This design comes from an exercise in tuning for small area on the open sky130 flow, not from production work. At most, simulation tests tie the RTL to the original design; equivalence was not proved. Function not checked in runs 1 to 4: the RTL went through the layout flow alone. No activity file was given, so power comes from the tool's default toggle rates.

--- flow/config.mk ---
export PLATFORM = sky130hd
export DESIGN_NAME = pwm_duty_temperature_converter_top
export DESIGN_NICKNAME = pwm_duty_temperature_converter_top
export VERILOG_FILES = /design/flow/design.v
export SDC_FILE = /design/flow/constraint.sdc
export NUM_CORES = 4
export LEC_CHECK = 0
export ABC_AREA = 1
export CAP_MARGIN = 20
export CORE_MARGIN = 2
export CORE_UTILIZATION = 40
export CTS_BUF_LIST = sky130_fd_sc_hd__clkbuf_2
export CTS_CLUSTER_SIZE = 20
export SLEW_MARGIN = 20
--- flow/constraint.sdc ---
create_clock -name core_clock -period 10.0 [get_ports {clk}]
set_input_delay 2.0000 -clock core_clock [delete_from_list [all_inputs] [get_ports {clk}]]
set_output_delay 2.0000 -clock core_clock [all_outputs]
set_load 0.01 [all_outputs]
--- flow/design.v ---
`timescale 1ns / 1ps
module pwm_duty_temperature_converter_top (
  input  logic               clk,
  input  logic               rst_n,
  input  logic               in_valid,
  output logic               in_stall,
  input  logic               in_pin_level,
  output logic               out_valid,
  input  logic               out_stall,
  output logic signed [14:0] out_temperature_centi,
  output logic [12:0]        out_voltage_mv,
  output logic [2:0]         out_segment,
  input  logic               cfg_valid,
  output logic               cfg_ready,
  input  logic [2:0]         cfg_index,
  input  logic [15:0]        cfg_wdata
);
  localparam logic [3:0] S_RST  = 4'd0,  S_CNT  = 4'd1,  S_VCMP = 4'd2,  S_HORN = 4'd3,
                         S_DIV  = 4'd4,  S_VPK  = 4'd5,  S_TSW  = 4'd6,  S_TS   = 4'd7,
                         S_TN   = 4'd8,  S_TD   = 4'd9,  S_TOV  = 4'd10, S_TC   = 4'd11,
                         S_TCMP = 4'd12, S_TCL  = 4'd13, S_DISP = 4'd14;
  localparam logic [15:0] W_RST  = 16'd40000;
  localparam logic [95:0] BX_RST = {16'd11312, 16'd20964, 16'd28817,
                                    16'd35015, 16'd39705, 16'd43133};
  localparam logic [13:0] M_V = 14'd10000;    
  localparam logic [10:0] M_T = 11'd2000;
  logic [3:0]  st;
  logic [3:0]  cnt;
  logic        tph;
  logic [3:0]  p;
  logic [2:0]  wc;
  logic [15:0] wr, hr, sr;
  logic [95:0] br;
  logic [31:0] acc;
  logic        c, dly, e, cs, ch, zc, act, cw;
  logic        sg, sd, dz, ct, clamp;
  logic [2:0]  k;
  wire wend = (p == 4'd15);
  wire lo   = ~wc[0];
  wire pend = wend & wc[0];
  wire p0   = (p == 4'd0);
  wire w0 = wr[0];
  wire h0 = hr[0];
  wire s0 = sr[0];
  wire a0 = acc[0];
  wire bA = br[0];
  wire bB = br[16] & (wc != 3'd5);
  wire sb   = s0 & ~zc;
  wire hb   = h0 & ~zc;
  wire snew = sb ^ cs;
  wire hnew = hb ^ ch;
  wire m_bit = tph ? M_T[cnt] : M_V[cnt];
  wire sub   = ~e;
  wire es    = sub ^ sd;
  wire neg   = (sg ^ sd) & ~dz;
  wire kmatch = (wc == k);
  wire kpass  = (wc[2:1] == k[2:1]);
  logic [12:0] base;
  always_comb begin
    case (k)
      3'd0:    base = 13'd1000;
      3'd1:    base = 13'd2000;
      3'd2:    base = 13'd3000;
      3'd3:    base = 13'd4000;
      3'd4:    base = 13'd5000;
      default: base = 13'd6000;
    endcase
  end
  wire base_b = (p < 4'd13) & base[p];
  wire [15:0] kcon = neg ? 16'hF830 : 16'h2EE0;
  logic x, y, init, ival;
  wire  cin  = init ? ival : c;
  wire  sum  = x ^ y ^ cin;
  wire  cout = (x & y) | (x & cin) | (y & cin);
  logic acc_in, hr_in, sr_in;
  always_comb begin
    x      = 1'b0;
    y      = 1'b0;
    init   = p0;
    ival   = 1'b0;
    acc_in = a0;
    hr_in  = h0;
    sr_in  = s0;
    case (st)
      S_CNT: begin
        x    = snew;
        y    = ~w0;
        ival = 1'b1;
        if (act) begin
          sr_in = snew;
          hr_in = hnew;
        end
      end
      S_VCMP: begin
        x    = h0;
        y    = ~w0;
        ival = 1'b1;
      end
      S_HORN: begin
        x    = (cnt == (tph ? 4'd10 : 4'd13) || (p0 && lo)) ? 1'b0 : dly;
        y    = m_bit & lo & (tph ? (h0 ^ sg) : (sg ? w0 : h0));
        init = p0 & lo;
        ival = tph & m_bit & sg;
        acc_in = sum;
      end
      S_DIV: begin
        if (lo) begin
          x = p0 ? ~e : dly;
        end else begin
          x = dly;
          y = (tph ? h0 : w0) ^ es;
          ival = es;
        end
        acc_in = sum;
      end
      S_TOV: begin
        x    = a0;
        y    = h0 ^ es;
        ival = es;
        if (!lo) acc_in = sum;
      end
      S_VPK: begin
        x    = a0 & ~wend;
        ival = ~e;
        if (lo) sr_in = sum;
      end
      S_TS, S_TN, S_TD: begin
        x    = bA;
        y    = ~((st == S_TD) ? bB : h0);
        ival = (st != S_TS);
        if (st != S_TS && kmatch) hr_in = sum;
      end
      S_TC: begin
        x    = base_b;
        y    = (~dz & a0 & ~wend) ^ neg;
        ival = (~dz & ~e) ^ neg;
        acc_in = lo ? sum : s0;
      end
      S_TCMP: begin
        x    = a0;
        y    = ~(kcon[p] | (p0 & ~neg));
        ival = 1'b1;
      end
      S_TCL: begin
        if (lo && clamp) acc_in = kcon[p];
      end
      default: ;
    endcase
  end
  wire cnt_st    = (st == S_CNT);
  wire close_now = act & cout;
  wire can_acc   = cnt_st & wend & ~cw & ~close_now;
  wire accept    = can_acc & in_valid;
  wire bmatch    = (wc + 3'd1 == cfg_index);
  wire cmatch    = (cfg_index == 3'd0) | (cfg_index == 3'd7) | bmatch;
  wire wr_w      = cnt_st & cw & (cfg_index == 3'd0);
  wire wr_b      = cnt_st & cw & bmatch;
  wire wbit      = cfg_wdata[p] | (p0 & (cfg_wdata == 16'd0));
  assign in_stall  = ~can_acc;
  assign cfg_ready = cnt_st & cw & wend & cmatch;
  assign out_valid = (st == S_DISP);
  assign out_temperature_centi = acc[14:0];
  assign out_voltage_mv        = acc[28:16];
  assign out_segment           = k;
  always_ff @(posedge clk) begin
    wr  <= {(st == S_RST) ? W_RST[p] : (wr_w ? wbit : w0), wr[15:1]};
    br  <= {(st == S_RST) ? BX_RST[{wc, p}] : (wr_b ? cfg_wdata[p] : bA), br[95:1]};
    hr  <= {hr_in, hr[15:1]};
    sr  <= {sr_in, sr[15:1]};
    dly <= a0;
    c   <= cout;
  end
  always_ff @(posedge clk) begin
    if (st != S_DISP) acc <= {acc_in, acc[31:1]};
  end
  always_ff @(posedge clk) begin
    if (!rst_n) begin
      st  <= S_RST;
      p   <= 4'd0;
      wc  <= 3'd0;
      zc  <= 1'b1;
      act <= 1'b0;
      cw  <= 1'b0;
      tph <= 1'b0;
    end else begin
      p <= p + 4'd1;
      if (wend) wc <= (wc == 3'd5) ? 3'd0 : wc + 3'd1;
      case (st)
        S_RST: if (wend && wc == 3'd5) st <= S_CNT;
        S_CNT: begin
          if (wend) begin
            act <= accept;
            if (act) zc <= cout;
            if (close_now) begin
              st  <= S_VCMP;
              tph <= 1'b0;
            end
            if (cw && cmatch) cw <= 1'b0;
            else if (cfg_valid && !close_now) cw <= 1'b1;
          end
          if (accept) begin
            cs <= 1'b1;
            ch <= in_pin_level;
          end else if (act) begin
            cs <= sb & cs;
            ch <= hb & ch;
          end
        end
        S_VCMP: begin
          e  <= 1'b0;
          sd <= 1'b0;
          if (wend) sg <= cout;
          if (pend) begin
            st  <= S_HORN;
            cnt <= 4'd13;
          end
        end
        S_HORN: if (pend) begin
          cnt <= cnt - 4'd1;
          if (cnt == 4'd0) begin
            st  <= tph ? S_TD : S_DIV;
            cnt <= 4'd15;
          end
        end
        S_DIV: if (pend) begin
          e   <= a0 ^ sub ^ cout;
          cnt <= cnt - 4'd1;
          if (cnt == 4'd0) st <= tph ? S_TC : S_VPK;
        end
        S_VPK: if (pend) begin
          st  <= S_TSW;
          tph <= 1'b1;
        end
        S_TSW: begin
          k <= 3'd5;
          if (pend && wc == 3'd5) st <= S_TS;
        end
        S_TS: begin
          if (wend && wc != 3'd0 && !cout && k == 3'd5) k <= wc - 3'd1;
          if (pend && wc == 3'd5) st <= S_TN;
        end
        S_TN: begin
          if (wend && kmatch) sg <= ~cout;
          if (pend && kpass) begin
            st  <= S_HORN;
            cnt <= 4'd10;
          end
        end
        S_TD: begin
          e <= 1'b0;
          if (kmatch) dz <= (p0 | dz) & ~sum;
          if (wend && kmatch) sd <= ~cout;
          if (pend && kpass) st <= S_TOV;
        end
        S_TOV: if (pend) begin
          e     <= ~cout;
          clamp <= cout;
          st    <= S_DIV;
          cnt   <= 4'd15;
        end
        S_TC: begin
          if (wend && lo) ct <= cout;
          if (pend) st <= S_TCMP;
        end
        S_TCMP: begin
          if (wend && lo)
            clamp <= (clamp & ~dz) | (neg ? (~ct & ~cout) : (ct | cout));
          if (pend) st <= S_TCL;
        end
        S_TCL: if (pend) st <= S_DISP;
        S_DISP: if (!out_stall) st <= S_CNT;
        default: st <= S_RST;
      endcase
    end
  end
endmodule
--- flow/run.sh ---
#!/bin/bash
# synth_recipe.tcl (not shown) runs the flow's synth.tcl, then flattens the netlist and writes it again
# the make line also repeats each setting of config.mk as NAME=value (left out here)
make -C /OpenROAD-flow-scripts/flow DESIGN_CONFIG=/design/flow/config.mk WORK_HOME=/design/flow/orfs CLKGATE_MAP_FILE= SYNTH_SCRIPT=/design/flow/synth_recipe.tcl finish
==> impl_metrics.tcl, run 1 <==
set metrics [dict create \
    run_status "finished clean" \
    arrival_ns 4.47 \
    min_period_ns 6.47 \
    ys_seq_elements 208 \
    power_density_nw_per_um2 252 \
    design_area_um2 8420 \
    grt_max_degree 33 \
    ir_drop_uv 165 \
    vias 5097 \
    endpoint_kind "output port" \
    tns_ns 0 \
    synth_top_area_frac 0.436 \
    fmax_ghz 0.154 \
    post_cts_resized 0 \
    gp_congestion 0.870 \
    synth_edf_count 47 \
    worstPathRequired_ns 8.00 \
    clock-root-buffer "clkbuf_2" \
    hold_viol_final 0 \
    fin_nets 854 \
    ys_warn_count 1 \
    coreArea_um2 18000 \
    die_h_um 140 \
    num-fill-cells 1748 \
    dr.first_iter.drc_count 267 \
    cp_cell_sequence "clkinv_1 -> ha_1 -> nand2_1 -> inv_1 -> nand2_1 -> nand2_1 -> o21ai_0 -> nand2_1 -> nand2_1 -> nor2_1 -> nand2_1 -> inv_1 -> fa_1 -> nor2_1 -> inv_1 -> nand3_2 -> clkdlybuf4s50_1" \
    synth_nets 781 \
    gr-usage-all-layers 0.163 \
    cp_slowest_stage_delay_ns 0.71 \
    cp_slowest_cell "dfxtp_1" \
    tightest_slew_ns 0.810 \
    syn2layout_area_growth_pct 13.9 \
    postLayoutCoreUtil 0.467 \
    fin_ws_ns 3.53 \
    grt_pass1_wl_mm 25.7 \
    insertion_delay_ns 0.75 \
    syn_inst 738 \
    vias_per_cell 4.75 \
    fp-row-count 49 \
    rsz0062_at_grt "no" \
    boundaryPins 59 \
    crit_buf_inv 5 \
    timing.critical_path.mode_cell "nand2_1" \
    synth.area.top_cells "dfxtp_1 (44%), edfxtp_1 (19%), nand2_1 (7.4%)" \
    io_buffer_count 58 \
    crit_path_start_kind "flip-flop" \
    dr.pass1.iters 4 \
    post_cts_buffers 0 \
    cp_max_fo 18 \
    pre_cts_ws_ns 4.32 \
    placed_area_um2 8000 \
    drc 0 \
    postCtsHoldBufs 0 \
    start_util 0.410 \
    criticalPathCategory "flip-flop to output port" \
    hold_path_class "flip-flop to flip-flop" \
    maxSlewHeadroom 0.459 \
    maxCapViolCount 0 \
    antenna_found_initial 0 \
    diodes 0 \
    htreeDepth 2 \
    async_flop_share 0 \
    grt_pass1_vias 5117 \
    routedWlPerCell_um 14.6 \
    synth_top_area_cell "dfxtp_1" \
    critical-path-top-delay-family "buffers and inverters" \
    setup_violations 0 \
    hpwlAfterDp_mm 11.2 \
    die_x_um 140 \
    drive_gt1_frac 0.135 \
    final_max_slew_viol_count 0 \
    finalCritPeriodShare 0.647 \
    cts_tree "built" \
    ys.flop_type "dfxtp_1" \
    netlist_area_um2 7390 \
    clock_path_buffers 3 \
    wl_mm 15.7 \
    syn_area_per_cell_um2 10.0 \
    ys_types 44 \
    antenna_left 0 \
    cts_sinks 208 \
    clock_skew_ns 0.0371 \
    cts.clk_slew.worst_paths_ns 0.12 \
    numCtsBuffers 50 \
    grt-ovfl-total 0 \
    p_leak_nw 3.68 \
    die_area_um2 19600 \
    ys_seq_area_frac 0.627 \
]
through the flow:
stage	hold WS [ns]	cells	power, W
detailed placement	0.312	988	0.00164
floorplan	0.310	738	0.00149
global placement	0.310	988	0.00163
global route	0.316	1073	0.00227
CTS	0.304	1073	0.00216
finish	0.309	1073	0.00212
power by group:
group	total (W)	internal, W	switching (W)
clock network	0.000501	0.000196	0.000305
registers	0.00118	0.00109	0.0000843
logic	0.000443	0.000185	0.000258
total	0.00212	0.00147	0.000647
cell usage after synthesis, types with 6 or more instances:
library cell    n
dfxtp_1       161
nand2_1       146
inv_1          62
nor2_1         61
edfxtp_1       47
o21ai_0        38
nand3_1        32
a21oi_1        30
buf_4          30
ha_1           17
nor3_1         11
inv_2          10
o211ai_1        8
xnor2_1         7
xor2_1          7
nor2_2          6
sequential cells by signal, summed over array words and instances, names as in the netlist, 3 cells and up:
register  cells
br           96
acc          32
hr           16
sr           16
wr           16
cnt           4
p             4
st            4
k             3
wc            3
routing by layer:
metal | wire length [um] | part of all wire | global-route usage
met1 | 7550 | 0.48 | 0.222
met2 | 6950 | 0.44 | 0.250
met3 | 868 | 0.055 | 0.0441
met4 | 326 | 0.021 | 0.0637
met5 | 0 | 0 | 0
cell families after synthesis:
| group | Yosys count | share of synthesized area |
|---|---|---|
| fa+ha+maj | 18 | 0.0315 |
| simple gates | 287 | 0.173 |
| flops | 208 | 0.627 |
| xor+xnor | 14 | 0.0166 |
| buf+inv | 112 | 0.0730 |
| compound gates | 99 | 0.0783 |
final timing paths:
kind,from,endpoint,slack (ns),cells past startpoint
max,p[0],in_stall,3.53,17
min,sr[3],sr[2],0.31,0
max reg2reg,p[0],k[2],6.16,16
min reg2reg,sr[3],sr[2],0.31,0
cell type report:
cell class	instances	area, um^2	area share
flip-flops and latches	208	4630	0.551
repair buffers	58	581	0.0690
well taps	229	287	0.0340
clock inverters	11	50.0	0.00595
inverters	75	282	0.0334
clock buffers	74	370	0.0440
multi-input cells	418	2210	0.263
worst register-to-register path: cells and delay by family (launching register included):
| family | cells | cell delay, ns |
|---|---|---|
| AOI/OAI and AO/OA | 3 | 0.59 |
| DFF | 1 | 0.71 |
| adders and majority gates | 2 | 0.64 |
| and+or+nand+nor | 7 | 0.68 |
| buffers and inverters | 4 | 0.90 |
placed cells by master (no fill, tap or decap), types with 3 or more instances in the layout:
cell / count
dfxtp_1: 161
nand2_1: 146
clkbuf_2: 74
inv_1: 61
nor2_1: 61
clkdlybuf4s50_1: 58
edfxtp_1: 47
o21ai_0: 38
nand3_1: 32
a21oi_1: 30
ha_1: 17
nor3_1: 11
inv_2: 11
clkinv_1: 10
o211ai_1: 8
xor2_1: 7
xnor2_1: 7
nor2_2: 6
nand2_2: 5
nor2_4: 5
a22oi_1: 5
nor4_1: 4
o2111ai_1: 4
nand4_1: 4
nand3_2: 3
nand3b_1: 3
clkinv_2: 3
==> run 2: changes to the inputs <==
--- a/flow/config.mk
+++ b/flow/config.mk
@@ -9,6 +9,6 @@
 export CAP_MARGIN = 20
 export CORE_MARGIN = 2
 export CORE_UTILIZATION = 40
-export CTS_BUF_LIST = sky130_fd_sc_hd__clkbuf_2
-export CTS_CLUSTER_SIZE = 20
+export CTS_BUF_LIST = sky130_fd_sc_hd__clkbuf_4
+export CTS_CLUSTER_SIZE = 12
 export SLEW_MARGIN = 20
==> run 2 against run 1 <==
Effect of this change: die area unchanged; non-clock buffer count unchanged; largest power group unchanged; clock power increased by 43%; final cell count increased by 1.1%; still clean; clock skew decreased by 0.0098 ns.
==> impl_metrics.tcl, run 2 <==
set metrics [dict create \
    run_status "finished clean" \
    ys_warn_count 1 \
    clock_skew_ns 0.0274 \
    min_period_ns 6.32 \
    criticalPathCategory "flip-flop to output port" \
    grt_pass1_wl_mm 25.9 \
    syn_inst 738 \
    reg2reg_slack_ns 6.20 \
    endpoint_kind "output port" \
    power_density_nw_per_um2 269 \
    syn2layout_area_growth_pct 17.8 \
    final_common_cell "dfxtp_1" \
    async_flop_share 0 \
    antenna_left 0 \
    fp-row-count 49 \
    reg_top3 "br: 96 flops, acc: 32 flops" \
    post_cts_buffers 0 \
    largest_reg_flops 96 \
    tns_ns 0 \
    coreArea_um2 18000 \
    cp_slowest_cell "dfxtp_1" \
    ys_types 44 \
    clock-root-buffer "clkbuf_4" \
    reg2regPathDepth 16 \
    ys_seq_elements 208 \
    fmax_ghz 0.158 \
    ys.flop_type "dfxtp_1" \
    syn_area_per_cell_um2 10.0 \
    worstReg2RegStart "p[0]" \
    boundaryPins 59 \
    cp_cell_sequence "clkinv_1 -> ha_1 -> nand2_1 -> inv_1 -> nand2_1 -> nand2_1 -> o21ai_0 -> nand2_1 -> nand2_1 -> nor2_1 -> nand2_1 -> inv_1 -> fa_1 -> nor2_1 -> inv_1 -> nand3_2 -> clkdlybuf4s50_1" \
    crit_path_start_kind "flip-flop" \
    postCtsHoldBufs 0 \
    hold_path_class "flip-flop to flip-flop" \
    hpwlAfterDp_mm 11.2 \
    post_cts_resized 0 \
    grt_pass1_vias 5145 \
    ir_drop_uv 174 \
    grt_max_degree 33 \
    cts.clk_slew.worst_paths_ns 0.07 \
    final_max_slew_viol_count 0 \
    gr-usage-all-layers 0.165 \
    vias_per_cell 4.74 \
    grt-ovfl-total 0 \
    synthTopCellsByCount "dfxtp_1 (161), nand2_1 (146), inv_1 (62)" \
    r2r_end "k[1]" \
    tightest_slew_ns 0.821 \
    insertion_delay_ns 0.64 \
    cts_sinks 208 \
    synth_top_area_frac 0.436 \
    synthMostInstantiatedCell "dfxtp_1" \
    dr.pass1.iters 5 \
    hold_viol_final 0 \
    synth_top_area_cell "dfxtp_1" \
    p_leak_nw 3.77 \
    start_util 0.410 \
    fin_nets 856 \
    critical-path-top-delay-family "buffers and inverters" \
    hold_start "br[62]" \
    cts_tree "built" \
    hold_depth 0 \
    maxCapViolCount 0 \
    drc 0 \
    io_buffer_count 58 \
    final_cell_mix "dfxtp_1 (161), nand2_1 (146), clkbuf_4 (81)" \
    finalCritPeriodShare 0.632 \
    drive_gt1_frac 0.143 \
    crit_buf_inv 5 \
    ys_seq_area_frac 0.627 \
    die_h_um 140 \
    dr.first_iter.drc_count 291 \
    pre_cts_ws_ns 4.32 \
    synth_nets 781 \
    arrival_ns 4.32 \
    cp_max_fo 18 \
    cp-startpoint "p[0]" \
    die_x_um 140 \
    regMostFlops "br" \
    maxSlewHeadroom 0.452 \
    timing.critical_path.mode_cell "nand2_1" \
    cp_slowest_stage_delay_ns 0.69 \
    die_area_um2 19600 \
    min_to "br[61]" \
    htreeDepth 2 \
    clock_path_buffers 3 \
    rsz0062_at_grt "no" \
    setup_violations 0 \
    wl_mm 15.8 \
    netlist_area_um2 7390 \
    diodes 0 \
    antenna_found_initial 0 \
    fin_ws_ns 3.68 \
    postLayoutCoreUtil 0.483 \
    routedWlPerCell_um 14.6 \
    numCtsBuffers 52 \
    synth.area.top_cells "dfxtp_1 (44%), edfxtp_1 (19%), nand2_1 (7.4%)" \
    vias 5140 \
    worstPathRequired_ns 8.00 \
    synth_edf_count 47 \
    gp_congestion 0.870 \
]
## run 2: per-stage QoR
step / cell area, um^2 / hold slack (ns) / instances / power, W
after CTS: 8700 / 0.303 / 1085 / 0.00238
after detailed placement: 8000 / 0.312 / 988 / 0.00164
after floorplan: 7390 / 0.310 / 738 / 0.00149
after global placement: 8000 / 0.310 / 988 / 0.00163
final: 8700 / 0.311 / 1085 / 0.00234
after global routing: 8700 / 0.327 / 1085 / 0.00249
## run 2: worst register-to-register path: cells and delay by family (launching register included)
kind            cells  cell delay, ns
compound gates      3            0.59
fa+ha+maj           2            0.63
buf+inv             4            0.88
flops               1            0.69
simple gates        7            0.67
## run 2: layer usage
layer | vias to the layer above | part of all wire | GRT usage
li1 | 2588 | - | -
met4 | 0 | 0.022 | 0.0663
met2 | 141 | 0.44 | 0.251
met3 | 27 | 0.054 | 0.0475
met5 | - | 0 | 0
met1 | 2384 | 0.48 | 0.221
## run 2: cells by family after synthesis
kind of cell / share of synthesized area
simple gates: 0.173
fa+ha+maj: 0.0315
flops: 0.627
xor+xnor: 0.0166
buf+inv: 0.0730
compound gates: 0.0783
## run 2: worst max path at each step
stage | to | slack [ns] | cells after the start
5_1_grt | in_stall | 3.26 | 17
3_5_place_dp | cfg_ready | 4.32 | 6
2_1_floorplan | cfg_ready | 5.41 | 4
4_1_cts | in_stall | 3.64 | 17
3_3_place_gp | cfg_ready | 4.42 | 6
6_report | in_stall | 3.68 | 17
## run 2: cell type report
class | instances | area (um^2)
clock buffer | 81 | 608
timing repair buffer | 58 | 581
clock inverter | 16 | 93.8
inverter | 75 | 282
fill | 1724 | 9330
sequential | 208 | 4630
multi-input combinational | 418 | 2210
tap | 229 | 287
## run 2: report_power, final
group          total [W]  internal (W)  leakage [nW]  switching [W]
Clock           0.000717      0.000397         0.421       0.000320
Sequential       0.00118       0.00109          1.83      0.0000848
Combinational   0.000444      0.000185          1.51       0.000258
==> run 3: changes to the inputs <==
--- a/flow/design.v
+++ b/flow/design.v
@@ -52,7 +52,7 @@
   wire m_bit = tph ? M_T[cnt] : M_V[cnt];
   wire sub   = ~e;
   wire es    = sub ^ sd;
-  wire neg   = (sg ^ sd) & ~dz;
+  wire neg   = tph & (sg ^ sd) & ~dz;
   wire kmatch = (wc == k);
   wire kpass  = (wc[2:1] == k[2:1]);
   logic [12:0] base;
@@ -83,18 +83,16 @@
     sr_in  = s0;
     case (st)
       S_CNT: begin
-        x    = snew;
-        y    = ~w0;
-        ival = 1'b1;
+        x    = w0;
+        y    = ~snew;
         if (act) begin
           sr_in = snew;
           hr_in = hnew;
         end
       end
       S_VCMP: begin
-        x    = h0;
-        y    = ~w0;
-        ival = 1'b1;
+        x    = w0;
+        y    = ~h0;
       end
       S_HORN: begin
         x    = (cnt == (tph ? 4'd10 : 4'd13) || (p0 && lo)) ? 1'b0 : dly;
@@ -119,11 +117,6 @@
         ival = es;
         if (!lo) acc_in = sum;
       end
-      S_VPK: begin
-        x    = a0 & ~wend;
-        ival = ~e;
-        if (lo) sr_in = sum;
-      end
       S_TS, S_TN, S_TD: begin
         x    = bA;
         y    = ~((st == S_TD) ? bB : h0);
@@ -131,10 +124,11 @@
         if (st != S_TS && kmatch) hr_in = sum;
       end
       S_TC: begin
-        x    = base_b;
+        x    = tph & base_b;
         y    = (~dz & a0 & ~wend) ^ neg;
         ival = (~dz & ~e) ^ neg;
-        acc_in = lo ? sum : s0;
+        if (tph) acc_in = lo ? sum : s0;
+        else if (lo) sr_in = sum;
       end
       S_TCMP: begin
         x    = a0;
@@ -148,7 +142,7 @@
     endcase
   end
   wire cnt_st    = (st == S_CNT);
-  wire close_now = act & cout;
+  wire close_now = act & ~cout;
   wire can_acc   = cnt_st & wend & ~cw & ~close_now;
   wire accept    = can_acc & in_valid;
   wire bmatch    = (wc + 3'd1 == cfg_index);
@@ -171,7 +165,12 @@
     c   <= cout;
   end
   always_ff @(posedge clk) begin
-    if (st != S_DISP) acc <= {acc_in, acc[31:1]};
+    acc[31:29] <= {acc_in, acc[31:30]};
+    acc[15]    <= acc[16];
+    if (st != S_DISP) begin
+      acc[28:16] <= acc[29:17];
+      acc[14:0]  <= acc[15:1];
+    end
   end
   always_ff @(posedge clk) begin
     if (!rst_n) begin
@@ -190,7 +189,7 @@
         S_CNT: begin
           if (wend) begin
             act <= accept;
-            if (act) zc <= cout;
+            if (act) zc <= ~cout;
             if (close_now) begin
               st  <= S_VCMP;
               tph <= 1'b0;
@@ -209,7 +208,8 @@
         S_VCMP: begin
           e  <= 1'b0;
           sd <= 1'b0;
-          if (wend) sg <= cout;
+          dz <= 1'b0;
+          if (wend) sg <= ~cout;
           if (pend) begin
             st  <= S_HORN;
             cnt <= 4'd13;
@@ -225,11 +225,7 @@
         S_DIV: if (pend) begin
           e   <= a0 ^ sub ^ cout;
           cnt <= cnt - 4'd1;
-          if (cnt == 4'd0) st <= tph ? S_TC : S_VPK;
-        end
-        S_VPK: if (pend) begin
-          st  <= S_TSW;
-          tph <= 1'b1;
+          if (cnt == 4'd0) st <= S_TC;
         end
         S_TSW: begin
           k <= 3'd5;
@@ -260,7 +256,10 @@
         end
         S_TC: begin
           if (wend && lo) ct <= cout;
-          if (pend) st <= S_TCMP;
+          if (pend) begin
+            st  <= tph ? S_TCMP : S_TSW;
+            tph <= 1'b1;
+          end
         end
         S_TCMP: begin
           if (wend && lo)
==> flow/flow/run.sh (new file) <==
#!/bin/bash
set -euo pipefail
export BUFFER_PORTS_ARGS="-buffer_cell sky130_fd_sc_hd__buf_1"
export CTS_ARGS="-sink_clustering_enable -repair_clock_nets -buf_list sky130_fd_sc_hd__clkbuf_4 -sink_clustering_size 10 -sink_clustering_max_diameter 30 -dont_use_dummy_load"
bash standard.sh > standard.log 2>&1
==> flow/standard.sh (new file) <==
#!/bin/bash
# synth_recipe.tcl (not shown) runs the flow's synth.tcl, then flattens the netlist and writes it again
# the make line also repeats each setting of config.mk as NAME=value (left out here)
make -C /OpenROAD-flow-scripts/flow DESIGN_CONFIG=/design/flow/config.mk WORK_HOME=/design/flow/orfs CLKGATE_MAP_FILE= SYNTH_SCRIPT=/design/flow/synth_recipe.tcl "${@:-finish}"
--- a/flow/config.mk
+++ b/flow/config.mk
@@ -9,6 +9,4 @@
 export CAP_MARGIN = 20
 export CORE_MARGIN = 2
 export CORE_UTILIZATION = 40
-export CTS_BUF_LIST = sky130_fd_sc_hd__clkbuf_4
-export CTS_CLUSTER_SIZE = 12
 export SLEW_MARGIN = 20
removed: flow/run.sh
==> run 3 against run 2 <==
Effect of this change: largest power group unchanged; final area shrank 9.5%; via count fell by 0.16%; wire length decreased by 3.6%; clock-buffer cell count shrank 42; power down 17%; sequential share of layout area rose by 5.1 points; critical path depth decreased by 4; die area shrank 0.39%; flip-flop and latch count unchanged; non-clock buffer count did not move; sequential power hardly changed; critical path type unchanged; synthesized cell count is 0.81% higher.
==> impl_metrics.tcl, run 3 <==
set metrics [dict create \
    run_status "finished clean" \
    postCtsHoldBufs 0 \
    fin_ws_ns 4.30 \
    boundaryPins 59 \
    cts.clk_slew.worst_paths_ns 0.05 \
    ys.flop_type "dfxtp_1" \
    tightest_slew_ns 0.988 \
    io_buffer_count 58 \
    antenna_left 0 \
    async_flop_share 0 \
    grt_max_degree 29 \
    synthTopCellsByCount "dfxtp_1 (165), nand2_1 (133), nor2_1 (79)" \
    ir_drop_uv 135 \
    fmax_ghz 0.176 \
    gr-usage-all-layers 0.158 \
    min_to "br[14]" \
    tns_ns 0 \
    die_h_um 140 \
    start_util 0.408 \
    hold_depth 0 \
    synth_top_area_frac 0.449 \
    syn_inst 744 \
    final_cell_mix "dfxtp_1 (165), nand2_1 (133), nor2_1 (79)" \
    clock_path_buffers 3 \
    ys_warn_count 1 \
    htreeDepth 2 \
    crit_path_start_kind "flip-flop" \
    regMostFlops "br" \
    wl_mm 15.2 \
    cp_max_fo 13 \
    synth_edf_count 43 \
    reg2reg_slack_ns 6.25 \
    r2r_end "st[2]" \
    p_leak_nw 3.31 \
    synthMostInstantiatedCell "dfxtp_1" \
    cts_sinks 208 \
    fp-row-count 49 \
    final_common_cell "dfxtp_1" \
    hold_viol_final 0 \
    vias 5132 \
    coreArea_um2 18000 \
    synth_compound_area_frac 0.0762 \
    hold_path_class "flip-flop to flip-flop" \
    grt_pass1_wl_mm 24.5 \
    worstReg2RegStart "p[0]" \
    setup_violations 0 \
    die_area_um2 19500 \
    synth_top_family_by_area "simple AND/OR/NAND/NOR gates" \
    netlist_area_um2 7360 \
    dr.pass1.iters 5 \
    grt-ovfl-total 0 \
    final_max_slew_viol_count 0 \
    dr.first_iter.drc_count 373 \
    fin_nets 843 \
    ys_types 45 \
    min_period_ns 5.70 \
    cts_tree "built" \
    routedWlPerCell_um 14.8 \
    reg2regPathDepth 19 \
    antenna_found_initial 0 \
    reg_top3 "br: 96 flops, acc: 32 flops" \
    clock_skew_ns 0.0717 \
    synth_top_area_cell "dfxtp_1" \
    die_x_um 140 \
    criticalPathCategory "flip-flop to output port" \
    hpwlAfterDp_mm 10.8 \
    post_cts_resized 0 \
    arrival_ns 3.70 \
    synth_nets 785 \
    gp_congestion 0.956 \
    endpoint_kind "output port" \
    ys_seq_area_frac 0.624 \
    synth.area.top_cells "dfxtp_1 (45%), edfxtp_1 (18%), nand2_1 (6.8%)" \
    maxCapViolCount 0 \
    pre_cts_ws_ns 4.96 \
    hold_start "br[15]" \
    vias_per_cell 4.99 \
    syn_area_per_cell_um2 9.89 \
    drc 0 \
    drive_gt1_frac 0.0900 \
    power_density_nw_per_um2 246 \
    diodes 0 \
    ys_seq_elements 208 \
    numCtsBuffers 39 \
    insertion_delay_ns 0.63 \
    synth-adder-area-share 0.0282 \
    finalCritPeriodShare 0.570 \
    synthXorXnorAreaFrac 0.0131 \
    synthMuxAreaShare 0 \
    largest_reg_flops 96 \
    syn2layout_area_growth_pct 7.02 \
    worstPathRequired_ns 8.00 \
    maxSlewHeadroom 0.340 \
    synth-simple-area-share 0.183 \
    post_cts_buffers 0 \
    clock-root-buffer "clkbuf_4" \
    rsz0062_at_grt "no" \
    grt_pass1_vias 4918 \
]
[run 3: routing by layer]
layer  track usage  up-vias  part of all wire
met1         0.220     2360              0.47
li1              -     2518                 -
met2         0.234      215              0.42
met5             0        -                 0
met3        0.0392       39             0.077
met4        0.0679        0             0.029
[run 3: critical path, cell delays in order, from the launching register on]
cell	delay, ns
dfxtp_1	0.60
inv_1	0.32
ha_1	0.32
nand2_1	0.17
inv_1	0.11
nand3_1	0.09
a21oi_1	0.07
nor2_1	0.11
nand2_1	0.08
fa_1	0.62
inv_1	0.14
nand2_1	0.15
nand3_2	0.15
buf_1	0.16
[run 3: logic make-up (layout without fill, tap and decap cells)]
group,after synthesis,after routing
compound gates,96,96
xor+xnor,11,11
fa+ha+maj,16,16
buf+inv,113,169
flops,208,208
simple gates,300,300
[run 3: through the flow]
| step | utilization | instance area, um^2 | hold WS [ns] | total power [W] | cells |
|---|---|---|---|---|---|
| floorplan | - | 7360 | 0.310 | 0.00145 | 744 |
| global placement | 0.421 | 7580 | 0.310 | 0.00152 | 990 |
| detailed placement | 0.421 | 7580 | 0.312 | 0.00152 | 990 |
| CTS | 0.437 | 7870 | 0.265 | 0.00197 | 1029 |
| global route | 0.437 | 7870 | 0.277 | 0.00207 | 1029 |
| finish | 0.437 | 7870 | 0.291 | 0.00194 | 1029 |
[run 3: worst max-delay path by stage]
| stage | cells after the start | endpoint | slack (ns) | start |
|---|---|---|---|---|
| CTS | 13 | in_stall | 4.32 | p[0] |
| finish | 13 | in_stall | 4.30 | p[0] |
| detailed placement | 13 | in_stall | 4.96 | p[0] |
| floorplan | 6 | cfg_ready | 5.40 | cfg_index[1] |
| global placement | 12 | in_stall | 5.07 | p[1] |
| global route | 13 | in_stall | 4.00 | p[0] |
[run 3: cell type report]
type | count | area [um^2]
fill | 1790 | 10200
sequential | 208 | 4590
multi-input combinational | 423 | 2210
clock buffer | 39 | 293
tap | 229 | 287
inverter | 72 | 270
timing repair buffer | 58 | 218
[run 3: power by group]
part           total (W)  switching (W)  internal [W]
registers        0.00116      0.0000857       0.00108
logic           0.000336       0.000226      0.000110
clock network   0.000435       0.000257      0.000178
==> run 4: changes to the inputs <==
==> flow/flow/run.sh (replaced) <==
#!/bin/bash
set -euo pipefail
export BUFFER_PORTS_ARGS="-buffer_cell sky130_fd_sc_hd__buf_1"
export CTS_ARGS="-sink_clustering_enable -repair_clock_nets -buf_list sky130_fd_sc_hd__clkbuf_8 -sink_clustering_size 16 -sink_clustering_max_diameter 40 -dont_use_dummy_load"
bash standard.sh > standard.log 2>&1
==> run 4 against run 3 <==
Effect of this change: final area up 0.65%; non-clock buffer count unchanged; critical path type unchanged; utilization rose by 0.28 points; combinational power about the same; sequential share of layout area shrank 0.38 points; via count down 1.8%; final cell count fell by 1.4%.
==> impl_metrics.tcl, run 4 <==
set metrics [dict create \
    grt-ovfl-total 0 \
    worstPathRequired_ns 8.00 \
    arrival_ns 3.58 \
    grt_pass1_wl_mm 24.0 \
    antenna_left 0 \
    numCtsBuffers 25 \
    diodes 0 \
    criticalPathCategory "flip-flop to output port" \
    netlist_area_um2 7360 \
    place_inst 990 \
    reg_top3 "br: 96 flops, acc: 32 flops" \
    worstReg2RegStart "p[0]" \
    cts_sinks 208 \
    final_cells 1015 \
    die_x_um 140 \
    num-fill-cells 1764 \
    run_status "finished clean" \
    p_int_w 0.00141 \
    crit_buf_inv 4 \
    insertion_delay_ns 0.53 \
    vias 5042 \
    p_leak_nw 3.31 \
    met2_length_mm 6.48 \
    synthTopCellsByCount "dfxtp_1 (165), nand2_1 (133), nor2_1 (79)" \
    vias_per_cell 4.97 \
    final_cell_mix "dfxtp_1 (165), nand2_1 (133), nor2_1 (79)" \
    hold_depth 0 \
    fmax_ghz 0.179 \
    hpwlAfterDp_mm 10.8 \
    post_cts_resized 0 \
    io_buffer_count 58 \
    regMostFlops "br" \
    maxCapViolCount 0 \
    cp_slowest_cell "fa_1" \
    syn_inst 744 \
    hold_start "br[15]" \
    gr-usage-all-layers 0.152 \
    grt_pass1_vias 4778 \
    drt-met1-wl_mm 7.20 \
    synth_edf_count 43 \
    min_period_ns 5.58 \
    dr.pass1.iters 5 \
    postCtsHoldBufs 0 \
    reg2regPathDepth 19 \
    post_cts_buffers 0 \
    cts.clk_slew.worst_paths_ns 0.07 \
    fin_ws_ns 4.42 \
    clock-root-buffer "clkbuf_8" \
    clock_path_buffers 3 \
    coreArea_um2 18000 \
    synthMostInstantiatedCell "dfxtp_1" \
    tightest_slew_ns 0.987 \
    endpoint_kind "output port" \
    cts_tree "built" \
    reg2reg_slack_ns 6.27 \
    die_area_um2 19500 \
    rsz0062_at_grt "no" \
    final_common_cell "dfxtp_1" \
    finalCritPeriodShare 0.558 \
    setup_violations 0 \
    ir_drop_uv 158 \
    antenna_found_initial 0 \
    ys.flop_type "dfxtp_1" \
    ys_seq_area_frac 0.624 \
    drc 0 \
    clock_skew_ns 0.0541 \
    cp_cell_sequence "inv_1 -> ha_1 -> nand2_1 -> inv_1 -> nand3_1 -> a21oi_1 -> nor2_1 -> nand2_1 -> fa_1 -> inv_1 -> nand2_1 -> nand3_2 -> buf_1" \
    htreeDepth 1 \
    cp_slowest_stage_delay_ns 0.61 \
    ys_seq_elements 208 \
    p_comb_frac 0.171 \
    min_to "br[14]" \
    fin_nets 829 \
    cp_max_fo 13 \
    power.net_switching_w 0.000563 \
    boundaryPins 59 \
    crit_path_start_kind "flip-flop" \
    hold_viol_final 0 \
    synth_top_area_cell "dfxtp_1" \
    power_density_nw_per_um2 249 \
    ys_types 45 \
    wl_mm 15.1 \
    syn2layout_area_growth_pct 7.72 \
    largest_reg_flops 96 \
    wl_met3_mm 1.05 \
    gp_congestion 0.956 \
    start_util 0.408 \
    p_seq_frac 0.590 \
    clkPwrFrac 0.239 \
    dr.first_iter.drc_count 422 \
    syn_area_per_cell_um2 9.89 \
    final_max_slew_viol_count 0 \
    synth.area.top_cells "dfxtp_1 (45%), edfxtp_1 (18%), nand2_1 (6.8%)" \
    netSwitchingFraction 0.285 \
    routedWlPerCell_um 14.8 \
    tns_ns 0 \
    maxSlewHeadroom 0.341 \
    ys_warn_count 1 \
    drive_gt1_frac 0.0738 \
    highest_layer "met4" \
    grt_max_degree 29 \
    pre_cts_ws_ns 4.96 \
    die_h_um 140 \
    synth_top_area_frac 0.449 \
    async_flop_share 0 \
    hold_path_class "flip-flop to flip-flop" \
    critical-path-top-delay-family "adder cells" \
    r2r_end "st[2]" \
    synth_nets 785 \
    fp-row-count 49 \
]
[run 4: cells by family (layout without fill, tap and decap cells)]
group,Yosys count,after routing,synth area share
adder cells (fa/ha/maj),16,16,0.0282
AND/OR/NAND/NOR,300,300,0.183
buffers and inverters,113,155,0.0748
flip-flops,208,208,0.624
XOR/XNOR,11,11,0.0131
AO/OA/AOI/OAI,96,96,0.0762
[run 4: final cells by class]
class / instances / area, um^2 / area share
clock buffer: 25 / 344 / 0.0434
timing repair buffer: 58 / 218 / 0.0275
inverter: 72 / 270 / 0.0341
sequential: 208 / 4590 / 0.580
multi-input combinational: 423 / 2210 / 0.279
tap: 229 / 287 / 0.0362
[run 4: metal layers]
layer | vias up | GRT usage
li1 | 2486 | -
met1 | 2355 | 0.217
met2 | 171 | 0.235
met3 | 30 | 0.0286
met4 | 0 | 0.0474
met5 | - | 0
[run 4: worst max-delay path by stage]
stage / from / endpoint / depth (start not counted)
after floorplan: cfg_index[1] / cfg_ready / 6
final: p[0] / in_stall / 13
after global routing: p[0] / in_stall / 13
after detailed placement: p[0] / in_stall / 13
after CTS: p[0] / in_stall / 13
after global placement: p[1] / in_stall / 12
[run 4: worst reg2reg max path, stage by stage (launching register included)]
cell and delay [ns]:
dfxtp_1 0.60, inv_1 0.32, ha_1 0.32, nand2_1 0.18, inv_1 0.11, nand3_1 0.09, a21oi_1 0.07, nor2_1 0.11
nand2_1 0.08, fa_1 0.61, inv_1 0.14, nand2_1 0.16, nand3_1 0.13, nand2_1 0.06, nor2_1 0.12, nand3_2 0.13
nor2_4 0.19, nand2_1 0.07, nand2_1 0.07, nor2_1 0.04
[run 4: metrics by stage]
stage	util	total power (W)	area, um^2	hold slack, ns
3_3_place_gp	0.421	0.00152	7580	0.310
2_1_floorplan	-	0.00145	7360	0.310
5_1_grt	0.440	0.00209	7930	0.271
6_report	0.440	0.00197	7930	0.271
4_1_cts	0.440	0.00200	7930	0.253
3_5_place_dp	0.421	0.00152	7580	0.312
[run 4: power by group through the flow]
stage               Clock, W  Sequential, W  Combinational [W]
CTS                 0.000497        0.00117           0.000334
finish              0.000471        0.00116           0.000336
detailed placement         0        0.00118           0.000333
global route        0.000522        0.00119           0.000378
floorplan                  0        0.00114           0.000301
global placement           0        0.00118           0.000332
==> run 5: changes to the inputs <==
--- a/flow/design.v
+++ b/flow/design.v
@@ -32,7 +32,7 @@
   logic [15:0] wr, hr, sr;
   logic [95:0] br;
   logic [31:0] acc;
-  logic        c, dly, e, cs, ch, zc, act, cw;
+  logic        c, dly, e, cs, ch, act, cw;
   logic        sg, sd, dz, ct, clamp;
   logic [2:0]  k;
   wire wend = (p == 4'd15);
@@ -45,8 +45,8 @@
   wire a0 = acc[0];
   wire bA = br[0];
   wire bB = br[16] & (wc != 3'd5);
-  wire sb   = s0 & ~zc;
-  wire hb   = h0 & ~zc;
+  wire sb   = s0;
+  wire hb   = h0;
   wire snew = sb ^ cs;
   wire hnew = hb ^ ch;
   wire m_bit = tph ? M_T[cnt] : M_V[cnt];
@@ -135,8 +135,10 @@
         y    = ~(kcon[p] | (p0 & ~neg));
         ival = 1'b1;
       end
-      S_TCL: begin
-        if (lo && clamp) acc_in = kcon[p];
+      S_TCL, S_RST: begin
+        hr_in = 1'b0;
+        sr_in = 1'b0;
+        if (lo && clamp && st == S_TCL) acc_in = kcon[p];
       end
       default: ;
     endcase
@@ -177,7 +179,6 @@
       st  <= S_RST;
       p   <= 4'd0;
       wc  <= 3'd0;
-      zc  <= 1'b1;
       act <= 1'b0;
       cw  <= 1'b0;
       tph <= 1'b0;
@@ -189,7 +190,6 @@
         S_CNT: begin
           if (wend) begin
             act <= accept;
-            if (act) zc <= ~cout;
             if (close_now) begin
               st  <= S_VCMP;
               tph <= 1'b0;
==> flow/flow/run.sh (replaced) <==
#!/bin/bash
set -euo pipefail
export BUFFER_PORTS_ARGS="-buffer_cell sky130_fd_sc_hd__buf_1"
export CTS_ARGS="-sink_clustering_enable -repair_clock_nets -buf_list sky130_fd_sc_hd__clkbuf_16 -sink_clustering_size 30 -sink_clustering_max_diameter 50 -dont_use_dummy_load"
bash standard.sh > standard.log 2>&1
==> run 5 against run 4 <==
Effect of this change: critical path depth up 2; worst hold slack better by 0.017 ns; clock power up 7.9%; largest power group unchanged; wire length down 1.3%; flip-flop and latch count down 1; maximum frequency down 3.8%; utilization up 0.47 points; still clean on timing, DRC and antenna; final cell count up 0.30%; sequential share of layout area down 0.86 points; clock skew up 0.0074 ns.
==> impl_metrics.tcl, run 5 <==
set metrics [dict create \
    grt_pass1_wl_mm 23.9 \
    vias_per_cell 4.84 \
    p_leak_nw 3.37 \
    ys_types 44 \
    maxSlewHeadroom 0.320 \
    synthMostInstantiatedCell "dfxtp_1" \
    die_area_um2 19600 \
    tns_ns 0 \
    crit_buf_inv 4 \
    gr-usage-all-layers 0.151 \
    final_cell_mix "dfxtp_1 (164), nand2_1 (136), nor2_1 (72)" \
    clock-root-buffer "clkbuf_16" \
    wl_mm 14.9 \
    ys_seq_area_frac 0.619 \
    highest_layer "met4" \
    final_common_cell "dfxtp_1" \
    finalCritPeriodShare 0.580 \
    ir_drop_uv 232 \
    criticalPathCategory "flip-flop to output port" \
    netlist_area_um2 7390 \
    run_status "finished clean" \
    synth_edf_count 43 \
    grt_max_degree 31 \
    ys_seq_elements 207 \
    pre_cts_ws_ns 4.65 \
    hpwlAfterDp_mm 10.8 \
    cp_max_fo 18 \
    synth_nets 797 \
    rsz0062_at_grt "no" \
    hold_depth 0 \
    worstPathRequired_ns 8.00 \
    timing.critical_path.mode_cell "nand2_1" \
    drive_gt1_frac 0.0748 \
    r2r_end "st[2]" \
    multi_input_area_um2 2250 \
    setup_violations 0 \
    maxCapViolCount 0 \
    syn_area_per_cell_um2 9.80 \
    design_area_um2 8010 \
    gp_congestion 0.932 \
    htreeDepth 1 \
    fin_nets 834 \
    start_util 0.410 \
    grt-ovfl-total 0 \
    hold_path_class "flip-flop to flip-flop" \
    min_to "sr[9]" \
    grt_pass1_vias 4669 \
    min_period_ns 5.80 \
    drt-met1-wl_mm 7.11 \
    postCtsHoldBufs 0 \
    worstReg2RegStart "p[0]" \
    post_cts_buffers 0 \
    reg2regPathDepth 21 \
    dr.first_iter.drc_count 424 \
    fp-row-count 49 \
    regMostFlops "br" \
    ys_warn_count 1 \
    coreArea_um2 18000 \
    ys.flop_type "dfxtp_1" \
    antenna_found_initial 0 \
    cts.clk_slew.worst_paths_ns 0.09 \
    post_cts_resized 0 \
    synthTopCellsByCount "dfxtp_1 (164), nand2_1 (136), nor2_1 (72)" \
    diodes 0 \
    cts_tree "built" \
    postLayoutCoreUtil 0.444 \
    tightest_slew_ns 1.02 \
    synth_top_area_frac 0.444 \
    hold_start "sr[10]" \
    largest_reg_flops 96 \
    critical-path-top-delay-family "adder cells" \
    synth_top_area_cell "dfxtp_1" \
    placed_area_um2 7630 \
    numCtsBuffers 15 \
    antenna_left 0 \
    syn_inst 754 \
    die_h_um 140 \
    fin_ws_ns 4.20 \
    arrival_ns 3.80 \
    power_density_nw_per_um2 246 \
    vias 4928 \
    async_flop_share 0 \
    hold_viol_final 0 \
    crit_cells 15 \
    final_max_slew_viol_count 0 \
    boundaryPins 59 \
    cp_slowest_stage_delay_ns 0.68 \
    cp_cell_sequence "clkinv_1 -> ha_1 -> nand2_1 -> inv_1 -> nand2_1 -> o21ai_0 -> nand2_1 -> o21ai_0 -> nor2_1 -> nand3_1 -> fa_1 -> inv_2 -> nand2_1 -> nand3_1 -> buf_1" \
    fmax_ghz 0.172 \
    synth.area.top_cells "dfxtp_1 (44%), edfxtp_1 (17%), nand2_1 (6.9%)" \
    regArea_um2 4570 \
    reg2reg_slack_ns 5.99 \
    syn2layout_area_growth_pct 8.34 \
    insertion_delay_ns 0.48 \
    routedWlPerCell_um 14.6 \
    clock_path_buffers 3 \
    reg_top3 "br: 96 flops, acc: 32 flops" \
    wl_met3_um 978 \
    dr.pass1.iters 5 \
    die_x_um 140 \
    num-fill-cells 1718 \
    cts_sinks 207 \
    endpoint_kind "output port" \
    crit_path_start_kind "flip-flop" \
    cp_slowest_cell "dfxtp_1" \
    met2_length_mm 6.27 \
    io_buffer_count 58 \
    drc 0 \
    clock_skew_ns 0.0615 \
]
run 5: changes by cell type in the layout (fill, tap and decap cells not counted), moves of 7 or more:
cell,before,now
nor2_1,79,72
nand3_1,38,59
clkbuf_8,25,0
clkbuf_16,0,15
run 5: cells by family after synthesis:
| family | after synthesis | share of synthesized area |
|---|---|---|
| simple gates | 320 | 0.198 |
| fa+ha+maj | 18 | 0.0315 |
| buf+inv | 118 | 0.0772 |
| xor+xnor | 12 | 0.0142 |
| flops | 207 | 0.619 |
| compound gates | 79 | 0.0606 |
run 5: how the worst max path moves through the flow:
stage               slack [ns]         start        end
finish                    4.20          p[0]   in_stall
global route              3.79          p[0]   in_stall
CTS                       4.18          p[0]   in_stall
detailed placement        4.65          p[0]   in_stall
global placement          4.72          p[0]   in_stall
floorplan                 5.47  cfg_index[1]  cfg_ready
run 5: metrics by stage:
step | instances | hold WS, ns | power [W]
2_1_floorplan | 754 | 0.310 | 0.00141
4_1_cts | 1018 | 0.288 | 0.00200
6_report | 1018 | 0.288 | 0.00197
5_1_grt | 1018 | 0.285 | 0.00209
3_5_place_dp | 1003 | 0.312 | 0.00148
3_3_place_gp | 1003 | 0.311 | 0.00148
run 5: area by class of cell:
class,instances,area share
clock buffers,15,0.0469
inverters,78,0.0366
multi-input cells,429,0.281
flip-flops and latches,207,0.571
well taps,229,0.0358
repair buffers,60,0.0291
run 5: routing by layer:
metal / vias up / track usage
met5: - / 0
met4: 0 / 0.0484
met3: 38 / 0.0311
met2: 141 / 0.234
met1: 2258 / 0.214
li1: 2491 / -
run 5: worst register-to-register path, delay by kind of cell, from the launching register on:
family	cells	cell delay [ns]
buffers and inverters	3	0.65
and+or+nand+nor	14	1.46
DFF	1	0.68
adders and majority gates	2	0.97
AOI/OAI and AO/OA	2	0.16
run 5: report_power, final:
| group | total [W] | internal (W) | switching, W |
|---|---|---|---|
| combinational | 0.000340 | 0.000110 | 0.000230 |
| clock | 0.000508 | 0.000266 | 0.000243 |
| sequential | 0.00112 | 0.00105 | 0.0000769 |
==> run 6: changes to the inputs <==
==> flow/flow/run.sh (replaced) <==
#!/bin/bash
set -euo pipefail
export BUFFER_PORTS_ARGS="-buffer_cell sky130_fd_sc_hd__buf_1"
export CTS_ARGS="-sink_clustering_enable -repair_clock_nets -buf_list sky130_fd_sc_hd__clkbuf_4 -sink_clustering_size 10 -sink_clustering_max_diameter 30 -dont_use_dummy_load"
bash standard.sh > standard.log 2>&1
==> run 6 against run 5 <==
Effect of this change: final area is 1.4% lower; sequential share of layout area is 0.80 points higher; die area stayed put; via count is 1.4% higher; clock power is about 20% lower; synthesized cell count stayed put; clock-buffer cell count is 20 higher; wire length is 1.7% higher.
==> impl_metrics.tcl, run 6 <==
set metrics [dict create \
    ys_types 44 \
    finalCritPeriodShare 0.592 \
    worstPathRequired_ns 8.00 \
    rsz0062_at_grt "no" \
    start_util 0.410 \
    reg2regPathDepth 21 \
    tightest_slew_ns 1.02 \
    synthTopCellsByCount "dfxtp_1 (164), nand2_1 (136), nor2_1 (72)" \
    final_common_cell "dfxtp_1" \
    syn_inst 754 \
    hold_viol_final 0 \
    drive_gt1_frac 0.0977 \
    ir_drop_uv 135 \
    final_max_slew_viol_count 0 \
    gr-usage-all-layers 0.156 \
    maxCapViolCount 0 \
    grt_pass1_vias 4831 \
    fp-row-count 49 \
    syn_area_per_cell_um2 9.80 \
    largest_reg_flops 96 \
    vias 4998 \
    synth_top_area_frac 0.444 \
    power.net_switching_w 0.000550 \
    wl_mm 15.1 \
    antenna_found_initial 1 \
    hpwlAfterDp_mm 10.8 \
    grt_max_degree 29 \
    regArea_um2 4570 \
    ys_seq_elements 207 \
    grt-ovfl-total 0 \
    tns_ns 0 \
    die_area_um2 19600 \
    async_flop_share 0 \
    post_cts_resized 0 \
    clock_skew_ns 0.0494 \
    routedWlPerCell_um 14.5 \
    num-fill-cells 1741 \
    p_int_w 0.00132 \
    crit_path_start_kind "flip-flop" \
    dr.first_iter.drc_count 359 \
    dr.pass1.iters 5 \
    endpoint_kind "output port" \
    power_density_nw_per_um2 236 \
    whs_ns 0.281 \
    synth_edf_count 43 \
    grt_pass1_wl_mm 24.3 \
    coreArea_um2 18000 \
    hold_depth 0 \
    clock-root-buffer "clkbuf_4" \
    ys.flop_type "dfxtp_1" \
    numCtsBuffers 35 \
    p_seq_frac 0.602 \
    hold_path_class "flip-flop to flip-flop" \
    cts.clk_slew.worst_paths_ns 0.08 \
    boundaryPins 59 \
    drc 0 \
    fmax_ghz 0.169 \
    fin_nets 854 \
    final_cell_mix "dfxtp_1 (164), nand2_1 (136), nor2_1 (72)" \
    insertion_delay_ns 0.59 \
    vias_per_cell 4.81 \
    die_h_um 140 \
    p_leak_nw 3.35 \
    maxSlewHeadroom 0.320 \
    synth_nets 797 \
    antenna_left 0 \
    criticalPathCategory "flip-flop to output port" \
    power_w 0.00187 \
    ys_warn_count 1 \
    setup_violations 0 \
    synth_top_area_cell "dfxtp_1" \
    gp_congestion 0.932 \
    min_period_ns 5.92 \
    synth.area.top_cells "dfxtp_1 (44%), edfxtp_1 (17%), nand2_1 (6.9%)" \
    clock_path_buffers 3 \
    clkPwrFrac 0.217 \
    run_status "finished clean" \
    cts_sinks 207 \
    netlist_area_um2 7390 \
    postCtsHoldBufs 0 \
    syn2layout_area_growth_pct 6.86 \
    ys_seq_area_frac 0.619 \
    regMostFlops "br" \
    io_buffer_count 58 \
    reg_top3 "br: 96 flops, acc: 32 flops" \
    post_cts_buffers 0 \
    arrival_ns 3.92 \
    p_comb_frac 0.181 \
    cts_tree "built" \
    synthMostInstantiatedCell "dfxtp_1" \
    multi_input_area_um2 2250 \
    die_x_um 140 \
    cp_max_fo 18 \
    netSwitchingFraction 0.295 \
    htreeDepth 2 \
]
run 6: metrics by stage:
| stage | area [um^2] | std cells | utilization | setup slack, ns |
|---|---|---|---|---|
| after floorplan | 7390 | 754 | - | 5.47 |
| after detailed placement | 7630 | 1003 | 0.424 | 4.65 |
| after global placement | 7630 | 1003 | 0.424 | 4.72 |
| final | 7900 | 1039 | 0.438 | 4.08 |
| after global routing | 7900 | 1039 | 0.438 | 3.67 |
| after CTS | 7900 | 1038 | 0.438 | 4.05 |
run 6: layout make-up:
cell class / count / share of cell area
multi-input cells: 429 / 0.284
inverters: 78 / 0.0371
flip-flops and latches: 207 / 0.579
repair buffers: 60 / 0.0295
diodes: 1 / 0.000317
clock buffers: 35 / 0.0333
well taps: 229 / 0.0363
run 6: critical path, stage by stage, from the launching register on:
cell and delay [ns]:
dfxtp_1 0.68, clkinv_1 0.44, ha_1 0.37, nand2_1 0.16, inv_1 0.10, nand2_1 0.08, o21ai_0 0.09, nand2_1 0.06
o21ai_0 0.07, nor2_1 0.09, nand3_1 0.10, fa_1 0.60, inv_2 0.10, nand2_1 0.13, nand3_1 0.11, buf_1 0.18
run 6: worst paths after layout:
check                           startpoint       end  slack, ns
worst min register to register      br[43]    br[42]       0.28
worst max register to register        p[0]     st[2]       5.98
worst min-delay path                br[43]    br[42]       0.28
worst max-delay path                  p[0]  in_stall       4.08
run 6: cell families after synthesis:
kind of cell / share of synthesized area
AOI/OAI and AO/OA: 0.0606
xor gates and xnor gates: 0.0142
adders and majority gates: 0.0315
buffers and inverters: 0.0772
DFF: 0.619
and+or+nand+nor: 0.198
run 6: metal layers:
| layer | GRT usage | routed length, um | vias up |
|---|---|---|---|
| met4 | 0.0684 | 468 | 0 |
| met2 | 0.238 | 6410 | 142 |
| met3 | 0.0373 | 933 | 42 |
| met5 | 0 | 0 | - |
| li1 | - | - | 2540 |
| met1 | 0.213 | 7290 | 2274 |
run 6: power groups by stage:
stage,sequential [W],combinational (W),clock [W]
CTS,0.00113,0.000337,0.000429
finish,0.00112,0.000338,0.000406
detailed placement,0.00114,0.000336,0
global route,0.00114,0.000380,0.000465
global placement,0.00114,0.000336,0
floorplan,0.00111,0.000303,0
==> run 7: changes to the inputs <==
==> flow/flow/run.sh (replaced) <==
#!/bin/bash
set -euo pipefail
HERE=$(cd "$(dirname "$0")" && pwd)
export POST_FLOORPLAN_TCL="$HERE/downsize.tcl"
export BUFFER_PORTS_ARGS="-buffer_cell sky130_fd_sc_hd__buf_1"
export CTS_ARGS="-sink_clustering_enable -repair_clock_nets -buf_list sky130_fd_sc_hd__clkbuf_4 -sink_clustering_size 10 -sink_clustering_max_diameter 30 -dont_use_dummy_load"
bash standard.sh > standard.log 2>&1
==> flow/flow/downsize.tcl (new file) <==
# Swap every logic cell that synthesis sized up for the smallest cell of the
# same function (drive strength _0 or _1); timing has ample slack at 10 ns.
set db [ord::get_db]
set n 0
foreach inst [[ord::get_db_block] getInsts] {
  set name [[$inst getMaster] getName]
  if {![regexp {^(sky130_fd_sc_hd__[a-z0-9]+)_([0-9]+)$} $name -> base size]} { continue }
  if {[regexp {df|dl|clk|buf|tap|fill|decap|conb|diode} $base]} { continue }
  set best [$inst getMaster]
  set barea [expr {[$best getWidth] * [$best getHeight]}]
  foreach s {0 1} {
    set m [$db findMaster ${base}_$s]
    if {$m == "NULL"} { continue }
    set a [expr {[$m getWidth] * [$m getHeight]}]
    if {$a < $barea} { set best $m; set barea $a }
  }
  if {[$best getName] != $name} { $inst swapMaster $best; incr n }
}
puts "downsize.tcl: swapped $n cells"
==> run 7 against run 6 <==
Effect of this change: critical endpoint unchanged; combinational power decreased by 5%; utilization decreased by 0.73 points; sequential share of layout area increased by 0.98 points; largest cell class unchanged; largest power group unchanged.
==> impl_metrics.tcl, run 7 <==
set metrics [dict create \
    synth_edf_count 43 \
    dr.first_iter.drc_count 401 \
    tns_ns 0 \
    reg2reg_slack_ns 5.70 \
    finalCritPeriodShare 0.594 \
    async_flop_share 0 \
    final_cell_mix "dfxtp_1 (164), nand2_1 (145), nor2_1 (83)" \
    hpwlAfterDp_mm 10.5 \
    wl_mm 14.7 \
    timing.critical_path.mode_cell "nand2_1" \
    vias_per_cell 4.82 \
    syn_inst 754 \
    ir_drop_uv 148 \
    largest_reg_flops 96 \
    cp_cell_sequence "clkinv_1 -> ha_1 -> nand2_1 -> inv_1 -> nand2_1 -> o21ai_0 -> nand2_1 -> o21ai_0 -> nor2_1 -> nand3_1 -> fa_1 -> inv_2 -> nand2_1 -> nand3_1 -> buf_1" \
    synthMostInstantiatedCell "dfxtp_1" \
    rsz0062_at_grt "no" \
    syn_area_per_cell_um2 9.80 \
    drive_gt1_frac 0.0644 \
    tightest_slew_ns 0.974 \
    boundaryPins 59 \
    syn2layout_area_growth_pct 5.08 \
    ys.flop_type "dfxtp_1" \
    dr.pass1.iters 7 \
    cp_slowest_cell "dfxtp_1" \
    synthTopCellsByCount "dfxtp_1 (164), nand2_1 (136), nor2_1 (72)" \
    grt_max_degree 29 \
    hold_depth 0 \
    cts_tree "built" \
    vias 5006 \
    final_common_cell "dfxtp_1" \
    critical-path-top-delay-family "adder cells" \
    cp_max_fo 18 \
    post_cts_resized 0 \
    fp-row-count 49 \
    insertion_delay_ns 0.59 \
    fmax_ghz 0.168 \
    reg_top3 "br: 96 flops, acc: 32 flops" \
    ys_warn_count 1 \
    crit_buf_inv 4 \
    synth_top_area_cell "dfxtp_1" \
    final_max_slew_viol_count 0 \
    synth.area.top_cells "dfxtp_1 (44%), edfxtp_1 (17%), nand2_1 (6.9%)" \
    worstPathRequired_ns 8.00 \
    ys_seq_area_frac 0.619 \
    netlist_area_um2 7390 \
    reg2regPathDepth 21 \
    postLayoutCoreUtil 0.431 \
    arrival_ns 3.94 \
    hold_path_class "flip-flop to flip-flop" \
    crit_cells 15 \
    maxSlewHeadroom 0.350 \
    grt-ovfl-total 0 \
    fin_nets 853 \
    clock-root-buffer "clkbuf_4" \
    post_cts_buffers 0 \
    cp_slowest_stage_delay_ns 0.69 \
    ys_seq_elements 207 \
    min_period_ns 5.94 \
    power_density_nw_per_um2 237 \
    ys_types 44 \
    coreArea_um2 18000 \
    gr-usage-all-layers 0.155 \
    p_leak_nw 3.30 \
    maxCapViolCount 0 \
    start_util 0.410 \
    drc 0 \
    postCtsHoldBufs 0 \
    die_area_um2 19600 \
    clock_skew_ns 0.0539 \
    cts_sinks 207 \
    grt_pass1_wl_mm 24.3 \
    routedWlPerCell_um 14.2 \
    synth_top_area_frac 0.444 \
    die_x_um 140 \
    gp_congestion 0.983 \
    endpoint_kind "output port" \
    io_buffer_count 58 \
    die_h_um 140 \
    hold_viol_final 0 \
    grt_pass1_vias 4900 \
    htreeDepth 2 \
    crit_path_start_kind "flip-flop" \
    criticalPathCategory "flip-flop to output port" \
    clock_path_buffers 3 \
    run_status "finished clean" \
    synth_nets 797 \
    antenna_left 0 \
    antenna_found_initial 1 \
    regMostFlops "br" \
    cts.clk_slew.worst_paths_ns 0.10 \
    setup_violations 0 \
    numCtsBuffers 34 \
]
[run 7: cell counts after synthesis]
Identical to the previous run, type by type.
[run 7: final timing paths]
check | end | startpoint
worst max-delay path | in_stall | p[0]
worst max register to register | st[2] | p[0]
worst min register to register | acc[29] | acc[30]
worst min-delay path | acc[29] | acc[30]
[run 7: worst reg2reg max path, stage by stage (launching register included)]
cell and delay [ns]:
dfxtp_1 0.69, clkinv_1 0.45, ha_1 0.38, nand2_1 0.17, inv_1 0.09, nand2_1 0.08, o21ai_0 0.08, nand2_1 0.06
o21ai_0 0.07, nor2_1 0.09, nand3_1 0.11, fa_1 0.61, inv_2 0.11, nand2_1 0.11, nor2_1 0.12, nor2_1 0.05
nor2_1 0.29, nand2_1 0.09, nor2_1 0.20, nand2_1 0.15, nor2_1 0.13, nor2_1 0.05
[run 7: layout make-up]
| cell class | count | area [um^2] |
|---|---|---|
| inverter | 78 | 293 |
| sequential | 207 | 4570 |
| timing repair buffer | 60 | 233 |
| antenna | 1 | 2.50 |
| multi-input combinational | 429 | 2120 |
| fill | 1799 | 10300 |
| tap | 229 | 287 |
| clock buffer | 34 | 255 |
[run 7: kinds of logic after synthesis]
kind of cell               Yosys count  share of synthesized area
DFF                                207                      0.619
AOI/OAI and AO/OA                   79                     0.0606
buffers and inverters              118                     0.0772
and+or+nand+nor                    320                      0.198
adders and majority gates           18                     0.0315
xor gates and xnor gates            12                     0.0142
[run 7: per-layer routing]
metal / up-vias / share of wire / global-route usage
met2: 147 / 0.42 / 0.228
li1: 2530 / - / -
met3: 37 / 0.074 / 0.0462
met5: - / 0 / 0
met1: 2292 / 0.47 / 0.213
met4: 0 / 0.030 / 0.0668
[run 7: where the power goes]
part	switching (W)	internal [W]	total, W
Clock	0.000243	0.000157	0.000399
Combinational	0.000219	0.000102	0.000322
Sequential	0.0000726	0.00105	0.00112
[run 7: stage by stage]
stage / power, W / cells / setup WS (ns) / hold slack, ns / cell area, um^2
final: 0.00184 / 1038 / 4.06 / 0.269 / 7770
after global routing: 0.00196 / 1038 / 3.70 / 0.258 / 7770
after CTS: 0.00187 / 1037 / 4.05 / 0.264 / 7760
after detailed placement: 0.00146 / 1003 / 4.66 / 0.312 / 7510
after global placement: 0.00145 / 1003 / 4.78 / 0.310 / 7510
after floorplan: 0.00141 / 754 / 5.47 / 0.310 / 7390

==> separate check: timing with driven ports <==
Ports are ideal in the flow. The routed layouts listed here were re-timed in OpenROAD.
Step 1 assumes that a clkbuf_16 drives the clock port and a buf_2 every other input.
Step 2, shift: input delay + t, output delay - t, t = (earliest + latest rising clock arrival at the registers) / 2. This alone moves slack from input paths to output paths.
Three values: no drivers, after step 1, after step 2; two values: the first two.
| run | t, ns | setup slack, ns | slew at the worst register clock pin (ns) | pins driven straight from the clock port |
|---|---|---|---|---|
| run 1 | 0.764 | 3.527 / 3.492 / 4.256 | 0.12 / 0.12 | 1 |
| run 2 | 0.655 | 3.676 / 3.641 / 4.296 | 0.07 / 0.07 | 1 |
| run 3 | 0.627 | 4.303 / 4.266 / 4.893 | 0.09 / 0.09 | 1 |
| run 4 | 0.542 | 4.416 / 4.378 / 4.921 | 0.09 / 0.09 | 1 |
| run 5 | 0.492 | 4.196 / 4.155 / 4.647 | 0.10 / 0.10 | 1 |
| run 6 | 0.603 | 4.083 / 4.045 / 4.648 | 0.10 / 0.10 | 1 |
| run 7 | 0.597 | 4.063 / 4.026 / 4.624 | 0.10 / 0.10 | 1 |
After both steps setup and hold are still met in every run listed.
